From an optimization exercise on the open Yosys and OpenROAD flow, aimed at a short achievable clock period and few clock cycles; shortcuts taken in it are not production practice. In this exercise RTL edits were held to simulation tests only and were not proved equivalent to the original. The clock port is modelled as an ideal driver; clocking choices that lean on that would not hold on a real chip. Power is estimated from default activity; no workload was simulated.

// icache_top
module icache_top (
  input  logic                      clk_i,
  input  logic                      rst_ni,
  input  logic                      flush_i,
  input  logic                      if_req_i,
  input  logic [32-1:0] if_addr_i,
  output logic                      if_ack_o,
  output logic [31:0]               if_data_o,
  output logic                      m_arvalid_o,
  output logic [32-1:0] m_araddr_o,
  input  logic                      m_arready_i,
  input  logic                      m_rvalid_i,
  input  logic [31:0]               m_rdata_i,
  output logic                      m_rready_o
);
For scale: ~6000 cells after synthesis, about 2900 flip-flops, ~120000 um2 of cells after synthesis.
clock: 6.0 ns
lec_check: 0
abc_clock_period_in_ps: 3500
cap_margin: 20
core_margin: 2
core_utilization: 45
place_density: 0.6
setup_slack_margin: 2.5
slew_margin: 20
standard.sh (not shown) runs the stock make flow with config.mk's settings and CLKGATE_MAP_FILE= SYNTH_SCRIPT=/design/flow/synth_recipe.tcl, a recipe that flattens the netlist after the stock synthesis.
==> flow/flow/run.sh <==
#!/bin/bash
# Standard ORFS layout, with plain buffers on the ports (faster than the delay
# cells buffer_ports picks by default), and the slow 4-input NOR/OR cells
# added to the platform's don't-use list.
set -euo pipefail
export BUFFER_PORTS_ARGS="-buffer_cell sky130_fd_sc_hd__buf_4"
DU="sky130_fd_sc_hd__probe_p_8 sky130_fd_sc_hd__probec_p_8 sky130_fd_sc_hd__lpflow_bleeder_1 sky130_fd_sc_hd__lpflow_clkbufkapwr_1 sky130_fd_sc_hd__lpflow_clkbufkapwr_16 sky130_fd_sc_hd__lpflow_clkbufkapwr_2 sky130_fd_sc_hd__lpflow_clkbufkapwr_4 sky130_fd_sc_hd__lpflow_clkbufkapwr_8 sky130_fd_sc_hd__lpflow_clkinvkapwr_1 sky130_fd_sc_hd__lpflow_clkinvkapwr_16 sky130_fd_sc_hd__lpflow_clkinvkapwr_2 sky130_fd_sc_hd__lpflow_clkinvkapwr_4 sky130_fd_sc_hd__lpflow_clkinvkapwr_8 sky130_fd_sc_hd__lpflow_decapkapwr_12 sky130_fd_sc_hd__lpflow_decapkapwr_3 sky130_fd_sc_hd__lpflow_decapkapwr_4 sky130_fd_sc_hd__lpflow_decapkapwr_6 sky130_fd_sc_hd__lpflow_decapkapwr_8 sky130_fd_sc_hd__lpflow_inputiso0n_1 sky130_fd_sc_hd__lpflow_inputiso0p_1 sky130_fd_sc_hd__lpflow_inputiso1n_1 sky130_fd_sc_hd__lpflow_inputiso1p_1 sky130_fd_sc_hd__lpflow_inputisolatch_1 sky130_fd_sc_hd__lpflow_isobufsrc_1 sky130_fd_sc_hd__lpflow_isobufsrc_16 sky130_fd_sc_hd__lpflow_isobufsrc_2 sky130_fd_sc_hd__lpflow_isobufsrc_4 sky130_fd_sc_hd__lpflow_isobufsrc_8 sky130_fd_sc_hd__lpflow_isobufsrckapwr_16 sky130_fd_sc_hd__lpflow_lsbuf_lh_hl_isowell_tap_1 sky130_fd_sc_hd__lpflow_lsbuf_lh_hl_isowell_tap_2 sky130_fd_sc_hd__lpflow_lsbuf_lh_hl_isowell_tap_4 sky130_fd_sc_hd__lpflow_lsbuf_lh_isowell_4 sky130_fd_sc_hd__lpflow_lsbuf_lh_isowell_tap_1 sky130_fd_sc_hd__lpflow_lsbuf_lh_isowell_tap_2 sky130_fd_sc_hd__lpflow_lsbuf_lh_isowell_tap_4 "
for c in nor4 nor4b nor4bb or4 or4b or4bb; do for s in 1 2 4; do DU="$DU sky130_fd_sc_hd__${c}_${s}"; done; done
bash standard.sh "DONT_USE_CELLS=$DU" finish > standard.log 2>&1
The first run completed with no timing, DRC or antenna violations.
Testbench counts at the start, summed over its fixed seeds: cycles 29,485.
Then changed:
==> flow/flow/run.sh (replaced) <==
#!/bin/bash
# Standard ORFS layout, with plain buffers on the ports (faster than the delay
# cells buffer_ports picks by default).
set -euo pipefail
export BUFFER_PORTS_ARGS="-buffer_cell sky130_fd_sc_hd__buf_4"
bash standard.sh > standard.log 2>&1
Power increases slightly. Setup slack gets worse by 0.30 ns. Via count decreases slightly. Synthesized area hardly moves. Clock power is about the same. Sequential cell count stays the same. Final area barely changes. Count of clock-buffer cells in the layout increases by 10. Non-clock buffer count increases by 5. Clock skew decreases by 0.0046 ns.
Then changed:
--- a/flow/flow/run.sh
+++ b/flow/flow/run.sh
@@ -3 +3,3 @@
-# cells buffer_ports picks by default).
+# cells buffer_ports picks by default), and the slow 4-input NOR/OR cells
+# added to the platform's don't-use list; after CTS a second timing repair
+# works on the worst endpoints only.
@@ -6 +8,4 @@
-bash standard.sh > standard.log 2>&1
+export POST_CTS_TCL="$PWD/flow/post_cts.tcl"
+DU="sky130_fd_sc_hd__probe_p_8 sky130_fd_sc_hd__probec_p_8 sky130_fd_sc_hd__lpflow_bleeder_1 sky130_fd_sc_hd__lpflow_clkbufkapwr_1 sky130_fd_sc_hd__lpflow_clkbufkapwr_16 sky130_fd_sc_hd__lpflow_clkbufkapwr_2 sky130_fd_sc_hd__lpflow_clkbufkapwr_4 sky130_fd_sc_hd__lpflow_clkbufkapwr_8 sky130_fd_sc_hd__lpflow_clkinvkapwr_1 sky130_fd_sc_hd__lpflow_clkinvkapwr_16 sky130_fd_sc_hd__lpflow_clkinvkapwr_2 sky130_fd_sc_hd__lpflow_clkinvkapwr_4 sky130_fd_sc_hd__lpflow_clkinvkapwr_8 sky130_fd_sc_hd__lpflow_decapkapwr_12 sky130_fd_sc_hd__lpflow_decapkapwr_3 sky130_fd_sc_hd__lpflow_decapkapwr_4 sky130_fd_sc_hd__lpflow_decapkapwr_6 sky130_fd_sc_hd__lpflow_decapkapwr_8 sky130_fd_sc_hd__lpflow_inputiso0n_1 sky130_fd_sc_hd__lpflow_inputiso0p_1 sky130_fd_sc_hd__lpflow_inputiso1n_1 sky130_fd_sc_hd__lpflow_inputiso1p_1 sky130_fd_sc_hd__lpflow_inputisolatch_1 sky130_fd_sc_hd__lpflow_isobufsrc_1 sky130_fd_sc_hd__lpflow_isobufsrc_16 sky130_fd_sc_hd__lpflow_isobufsrc_2 sky130_fd_sc_hd__lpflow_isobufsrc_4 sky130_fd_sc_hd__lpflow_isobufsrc_8 sky130_fd_sc_hd__lpflow_isobufsrckapwr_16 sky130_fd_sc_hd__lpflow_lsbuf_lh_hl_isowell_tap_1 sky130_fd_sc_hd__lpflow_lsbuf_lh_hl_isowell_tap_2 sky130_fd_sc_hd__lpflow_lsbuf_lh_hl_isowell_tap_4 sky130_fd_sc_hd__lpflow_lsbuf_lh_isowell_4 sky130_fd_sc_hd__lpflow_lsbuf_lh_isowell_tap_1 sky130_fd_sc_hd__lpflow_lsbuf_lh_isowell_tap_2 sky130_fd_sc_hd__lpflow_lsbuf_lh_isowell_tap_4 "
+for c in nor4 nor4b nor4bb or4 or4b or4bb; do for s in 1 2 4; do DU="$DU sky130_fd_sc_hd__${c}_${s}"; done; done
+bash standard.sh "DONT_USE_CELLS=$DU" finish > standard.log 2>&1
==> flow/flow/post_cts.tcl (new file) <==
# A second timing repair after CTS that works only on the worst endpoints
# (the fetch port's same-cycle outputs), then legalizes again.
repair_timing -setup -setup_margin 3.0 -repair_tns 0 -verbose
detailed_placement
check_placement -verbose
The new run passed the timing, design-rule and antenna checks.
Global-route usage goes up by 1.7 points.
Critical path depth decreases by 1.
Routed wire length increases by a little under a tenth.
Die area is about the same.
Hold slack improved by 0.13 ns.
Setup slack gains 0.28 ns.
Sequential share of layout area hardly moves.
Count of clock-buffer cells in the layout drops by 10.

## re-timing with driven ports
No port has a modelled driver above. Below, the same layouts with a new extraction and two added sets of constraints.
Step 1 assumes that a clkbuf_16 drives the clock port and a buf_2 every other input.
Step 2 times the ports against the registers' clock, not the clock port: input delays grow and output delays shrink by t, the midpoint of the rising clock arrivals with the driver on.
Three values: ideal, step 1, step 2; two values: the first two.
run	t, ns	setup slack, ns	clock arrival spread, ns
the first run	0.954	2.220 / 2.155 / 1.589	0.129 / 0.130
the second run	1.005	1.921 / 1.815 / 1.047	0.127 / 0.126
the third run	0.956	2.205 / 2.141 / 1.580	0.130 / 0.130
After both steps every run listed still meets setup and hold. The setup slack of the second run, which loses most, moves by -0.106 ns with the drivers and by -0.874 ns with both steps.
